This design comes from an exercise in tuning for small area, a short achievable clock period and few clock cycles per item on the open sky130 flow, not from production work.
In this exercise RTL edits were held to simulation tests only and were not proved equivalent to the original.

==> amber <==
Design seq_alu_hs, start of the top module:
module seq_alu_hs #(
   parameter int WIDTH = 32
) (
   input  logic                 clk,
   input  logic                 rst_n,
   input  logic                 in_valid,
   output logic                 in_ready,
   input  logic [2:0]           in_opc,
   input  logic                 in_op_type,
   input  logic [WIDTH-1:0]     in_op_a,
   input  logic [WIDTH-1:0]     in_op_b,
   output logic                 out_valid,
   input  logic                 out_ready,
   output logic [2*WIDTH-1:0]   out_result,
   output logic                 out_dz,
   output logic                 busy
);
   alu_pkg::state_t  state, state_nx;
   logic        v1;                 
   logic [2:0]  opc;
   logic        sgn;
   logic [31:0] oa, ob;             
   logic        sa, sb, accept, idle, start, fin, dz;
   logic [63:0] p;                  
   logic [1:0]  mcnt;
   logic [4:0]  dcnt;
   logic        q_neg, r_neg;
   logic        ds;                 
   logic        norm_go;
   assign sa       = sgn & oa[31];
   assign sb       = sgn & ob[31];
   assign idle     = state == alu_pkg::IDLE;
   assign start    = v1 && idle && (!out_valid || out_ready);
   logic        single, fin_m, m_early, one_step;
   assign m_early  = oa[31:11] == {21{sa}};
   assign one_step = single || (opc == alu_pkg::mul && m_early);
   assign in_ready = !v1 || fin_m || (idle && one_step && (!out_valid || out_ready));
   assign accept   = in_valid && in_ready;
   assign busy     = v1;
   assign dz       = ob == '0;
   assign out_result = p;
   logic [31:0] in_a, in_b;
   logic [1:0]  steps_a, steps_b;
   logic        in_swap;
   function automatic logic [1:0] mul_steps(input logic [31:0] v, input logic s);
      mul_steps = v[31:11] == {21{s}} ? 2'd1 : v[31:23] == {9{s}} ? 2'd2 : 2'd3;
   endfunction
   assign steps_a = mul_steps(in_op_a, in_op_type == alu_pkg::sign && in_op_a[31]);
   assign steps_b = mul_steps(in_op_b, in_op_type == alu_pkg::sign && in_op_b[31]);
   assign in_swap = in_opc == alu_pkg::mul && steps_b < steps_a;
   assign in_a    = in_swap ? in_op_b : in_op_a;
   assign in_b    = in_swap ? in_op_a : in_op_b;
   alu_pkg::usel_t   c_usel, n_usel;
   alu_pkg::wsel_t   c_wsel, n_wsel;
   logic             c_inv, n_inv;       
   logic             c_m0, n_m0;         
   logic             c_norm, n_norm;     
  ...
==> flow/config.mk <==
export PLATFORM = sky130hd
export DESIGN_NAME = seq_alu_hs
export DESIGN_NICKNAME = seq_alu_hs
export VERILOG_FILES = /design/flow/design.v
export SDC_FILE = /design/flow/constraint.sdc
export NUM_CORES = 4
export LEC_CHECK = 0
export ABC_AREA = 1
export CAP_MARGIN = 20
export CORE_MARGIN = 2
export CORE_UTILIZATION = 40
export PLACE_DENSITY = 0.45
export SETUP_SLACK_MARGIN = 3.5
export SLEW_MARGIN = 20
export BUFFER_PORTS_ARGS = -buffer_cell sky130_fd_sc_hd__buf_1
==> flow/constraint.sdc <==
create_clock -name core_clock -period 10.0 [get_ports {clk}]
set_input_delay 2.0000 -clock core_clock [delete_from_list [all_inputs] [get_ports {clk}]]
set_output_delay 2.0000 -clock core_clock [all_outputs]
set_load 0.01 [all_outputs]
standard.sh (not shown) runs the stock make flow with config.mk's settings and CLKGATE_MAP_FILE= SYNTH_SCRIPT=/design/flow/synth_recipe.tcl, a recipe that flattens the netlist after the stock synthesis.
==> flow/flow/run.sh <==
#!/bin/bash
set -e
echo 'export BUFFER_PORTS_ARGS = -buffer_cell sky130_fd_sc_hd__buf_1' >> config.mk
bash standard.sh > standard.log 2>&1
==> maple: changes against amber <==
--- a/flow/design.v
+++ b/flow/design.v
@@ -1,13 +1,12 @@
 package alu_pkg;
    typedef enum logic [2:0] {add, sub, mul, div, sl, sr} opcode_t;
    typedef enum logic {sign, unsign} operand_type_t;
    typedef enum logic [2:0] {IDLE, MUL, DIV, DFIXQ, DFIXR} state_t;
-   typedef enum logic [1:0] {U0, UA, UHI} usel_t;
-   typedef enum logic [2:0] {WB, WD, WA, WLO, WHI} wsel_t;
+   typedef enum logic [2:0] {U0, UA, UHI, UM, UNA, UNLO, UNHI} usel_t;
 endpackage
 module seq_bitlen #(
    parameter int WIDTH = 32
 ) (
    input  logic [WIDTH-1:0]       v,
    output logic [$clog2(WIDTH):0] len
 );
@@ -65,18 +64,19 @@
       mul_steps = v[31:11] == {21{s}} ? 2'd1 : v[31:23] == {9{s}} ? 2'd2 : 2'd3;
    endfunction
    assign steps_a = mul_steps(in_op_a, in_op_type == alu_pkg::sign && in_op_a[31]);
    assign steps_b = mul_steps(in_op_b, in_op_type == alu_pkg::sign && in_op_b[31]);
    assign in_swap = in_opc == alu_pkg::mul && steps_b < steps_a;
    assign in_a    = in_swap ? in_op_b : in_op_a;
    assign in_b    = in_swap ? in_op_a : in_op_b;
-   alu_pkg::usel_t   c_usel, n_usel;
-   alu_pkg::wsel_t   c_wsel, n_wsel;
-   logic             c_inv, n_inv;       
-   logic             c_m0, n_m0;         
+   alu_pkg::usel_t   n_usel;
+   logic [6:0]       c_uoh;              
+   logic             c_xds, n_xds;       
+   logic             c_cin, n_cin;
+   logic             n_one, n_neg;       
    logic             c_norm, n_norm;     
    alu_pkg::state_t  f_state;            
    logic [2:0]       f_opc;
    logic             f_sgn, f_sa, f_sb, f_dz;
    always_comb begin
       f_state = state_nx;
       if (accept) begin
@@ -89,91 +89,93 @@
          f_opc = opc;
          f_sgn = sgn;
          f_sa  = sa;
          f_sb  = sb;
          f_dz  = dz;
       end
       n_usel = alu_pkg::U0;
-      n_wsel = alu_pkg::WB;
-      n_inv  = 1'b1;
-      n_m0   = f_state == alu_pkg::IDLE;
+      n_xds  = 1'b0;
+      n_cin  = 1'b0;
+      n_one  = 1'b0;
+      n_neg  = 1'b0;
       n_norm = 1'b0;
       case (f_state)
          alu_pkg::IDLE:
             case (f_opc)
-               alu_pkg::add: begin n_usel = alu_pkg::UA; n_inv = 1'b0; end
-               alu_pkg::sub: n_usel = alu_pkg::UA;
+               alu_pkg::add: begin n_usel = alu_pkg::UA; n_one = 1'b1; end
+               alu_pkg::sub: begin n_usel = alu_pkg::UA; n_one = 1'b1; n_neg = 1'b1; end
                alu_pkg::div: begin
-                  n_wsel = alu_pkg::WA;    
+                  n_usel = alu_pkg::UNA;    
+                  n_cin  = 1'b1;
                   n_norm = !f_dz;           
                end
                default: ;
             endcase
+         alu_pkg::MUL: n_usel = alu_pkg::UM;
          alu_pkg::DIV: begin
             n_usel = alu_pkg::UHI;
-            n_wsel = alu_pkg::WD;
-            n_inv  = !(start ? sb : ds);
+            n_xds  = 1'b1;
+            n_one  = 1'b1;
+            n_neg  = !(start ? sb : ds);
          end
-         alu_pkg::DFIXQ: n_wsel = alu_pkg::WLO;
-         alu_pkg::DFIXR: n_wsel = alu_pkg::WHI;
-         default: ;
+         alu_pkg::DFIXQ: begin n_usel = alu_pkg::UNLO; n_cin = 1'b1; end
+         default:        begin n_usel = alu_pkg::UNHI; n_cin = 1'b1; end
       endcase
    end
-   logic [33:0] ad_u, ad_w, z;
-   always_comb begin
-      case (c_usel)
-         alu_pkg::UA:  ad_u = {sa, sa, oa};
-         alu_pkg::UHI: ad_u = {2'b00, p[63:32]};
-         default:      ad_u = '0;
-      endcase
-      case (c_wsel)
-         alu_pkg::WB:  ad_w = {sb, sb, ob};
-         alu_pkg::WD:  ad_w = {ds, ds, ob};
-         alu_pkg::WA:  ad_w = {2'b00, oa};
-         alu_pkg::WLO: ad_w = {2'b00, p[31:0]};
-         default:      ad_w = {2'b00, p[63:32]};
-      endcase
-   end
-   assign z = ad_u + (ad_w ^ {34{c_inv}}) + {33'd0, c_inv};
    logic [32:0] m_x;
    logic [33:0] m_acc;
    logic [45:0] y;
-   assign m_x   = {sb, ob};
-   assign m_acc = c_m0 ? 34'd0 : p[63:30];
+   logic [33:0] z;
+   assign m_acc = ({34{c_uoh[alu_pkg::UA]}}   & {sa, sa, oa})
+                | ({34{c_uoh[alu_pkg::UHI]}}  & {2'b00, p[63:32]})
+                | ({34{c_uoh[alu_pkg::UM]}}   & p[63:30])
+                | ({34{c_uoh[alu_pkg::UNA]}}  & ~{2'b00, oa})
+                | ({34{c_uoh[alu_pkg::UNLO]}} & ~{2'b00, p[31:0]})
+                | ({34{c_uoh[alu_pkg::UNHI]}} & ~{2'b00, p[63:32]});
+   assign m_x = {c_xds ? ds : sb, ob};
+   assign z   = y[33:0];
    logic [5:0]  bs_one, bs_two, bs_neg;
    logic [5:0]  e_one, e_two, e_neg;
-   logic [11:0] e_bits;
-   logic        e_low;
-   assign e_bits = accept ? in_a[11:0] : oa[23:12];
-   assign e_low  = accept ? 1'b0 : oa[11];
-   always_comb
+   logic        f_mstep;            
+   assign f_mstep = f_state == alu_pkg::MUL || (f_state == alu_pkg::IDLE && f_opc == alu_pkg::mul);
+   function automatic logic [17:0] booth12(input logic [11:0] b, input logic low);
+      logic b2, b1, b0;
       for (int j = 0; j < 6; j++) begin
-         logic b2, b1, b0;
-         b2 = e_bits[2*j+1];
-         b1 = e_bits[2*j];
-         b0 = (j == 0) ? e_low : e_bits[2*j-1];
-         e_one[j] = b1 ^ b0;
-         e_two[j] = (b2 & ~b1 & ~b0) | (~b2 & b1 & b0);
-         e_neg[j] = b2 & ~(b1 & b0);
+         b2 = b[2*j+1];
+         b1 = b[2*j];
+         b0 = (j == 0) ? low : b[2*j-1];
+         booth12[j]      = b1 ^ b0;
+         booth12[6 + j]  = (b2 & ~b1 & ~b0) | (~b2 & b1 & b0);
+         booth12[12 + j] = b2 & ~(b1 & b0);
       end
-   localparam logic [45:0] K = 46'h2AAA_0000_0000;
+   endfunction
+   logic [17:0] e_in_a, e_in_b, e_reg, e_sel;
+   assign e_in_a = booth12(in_op_a[11:0], 1'b0);
+   assign e_in_b = booth12(in_op_b[11:0], 1'b0);
+   assign e_reg  = booth12(f_state == alu_pkg::MUL ? oa[23:12] : oa[11:0],
+                           f_state == alu_pkg::MUL && oa[11]);
+   assign e_sel  = f_state != alu_pkg::MUL && accept ? (in_swap ? e_in_b : e_in_a) : e_reg;
+   assign e_one  = e_sel[5:0];
+   assign e_two  = e_sel[11:6];
+   assign e_neg  = e_sel[17:12];
+   localparam logic [45:0] K = 46'h2AAA_0000_0000;    
    logic [45:0] rows [6];
    logic [45:0] negs;
    always_comb begin
       negs = '0;
       for (int j = 0; j < 6; j++) begin
          logic [34:0] sel;
          sel = bs_one[j] ? {{2{m_x[32]}}, m_x} : bs_two[j] ? {m_x[32], m_x, 1'b0} : 35'd0;
          sel = sel ^ {35{bs_neg[j]}};
          rows[j] = {11'd0, ~sel[34], sel[33:0]} << (2*j);
          negs[2*j] = bs_neg[j];
       end
    end
    assign y = {12'd0, ~m_acc[33], m_acc[32:0]} + rows[0] + rows[1] + rows[2] + rows[3] + rows[4] + rows[5]
-              + negs + K;
+              + negs + {K[45:1], c_cin};
    logic [31:0] sh_in, sh_w, sh_rev, oa_rev, ob_rev;
    logic [4:0]  sh_amt, dm;
    logic        sh_ar;
    always_comb
       for (int i = 0; i < 32; i++) begin
          oa_rev[i] = oa[31-i];
          ob_rev[i] = ob[31-i];
@@ -310,30 +312,33 @@
       end
    end
    always_ff @(posedge clk) begin
       if (p_lo_en)  p[11:0]  <= p_nx[11:0];
       if (p_mid_en) p[23:12] <= p_nx[23:12];
       if (p_top_en) p[29:24] <= p_nx[29:24];
       if (p_hi_en)  p[63:30] <= p_nx[63:30];
-      c_usel <= n_usel;
-      c_wsel <= n_wsel;
-      c_inv  <= n_inv;
-      c_m0   <= n_m0;
+      c_uoh  <= 7'b1 << n_usel;
+      c_xds  <= n_xds;
+      c_cin  <= n_cin;
       c_norm <= n_norm;
       if (start) begin
          out_dz <= opc == alu_pkg::div && dz;
          q_neg  <= sa ^ sb;
          r_neg  <= sa;
          ds     <= sb;
          mcnt   <= 2'd1;
       end else if (state == alu_pkg::MUL) mcnt <= mcnt + 2'd1;
-      if (accept || mul_step) begin
+      if (f_mstep) begin
          bs_one <= e_one;
          bs_two <= e_two;
          bs_neg <= e_neg;
+      end else begin
+         bs_one <= {5'b00000, n_one};
+         bs_two <= 6'b000000;
+         bs_neg <= {5'b00000, n_neg};
       end
       if (norm_go) dcnt <= dm;
       else if (state == alu_pkg::DIV) dcnt <= dcnt - 5'd1;
       if (accept) begin
          single <= !(in_opc == alu_pkg::mul || (in_opc == alu_pkg::div && in_op_b != '0));
          opc <= in_opc;
          sgn <= in_op_type == alu_pkg::sign;
==> summary of the runs <==
Between maple and amber, the lower worst setup slack is in maple (gap 120 ps).
In maple the non-clock buffer count is higher than in amber, by 30.
In maple the register-to-register slack is worse than in amber, by 120 ps.
maple completed without violations. amber produced a clean layout.
Between maple and amber, the lower global-route usage is in amber (gap 1.0 points).
Sequential share of layout area: amber is lower than maple (0.17 points).
Testbench counts of amber, summed over its fixed seeds: cycles 19,184, items 12,000.
Testbench counts of maple, summed over its fixed seeds: cycles 19,184, items 12,000.

-- static timing again, ports no longer ideal --
Ports are ideal in the flow. The routed layouts listed here were re-timed in OpenROAD. Step 1 assumes that a clkbuf_16 drives the clock port and a buf_2 every other input. Step 2 moves the port delays by t, midway between the first and last clock arrival at a register: inputs arrive t later, outputs are due t later. That takes back most of the time a late clock gives input paths. Three values: no drivers, after step 1, after step 2; two values: the first two.
run | shift t [ns] | setup WS [ns] | worst data-port slew with drivers (ns)
amber | 0.595 | 3.560 / 3.560 / 3.150 | 0.05
maple | 0.571 | 3.441 / 3.441 / 3.385 | 0.05
After both steps setup and hold are still met in every run listed. The setup slack of amber, which loses most, moves by 0.000 ns with the drivers and by -0.410 ns with both steps.
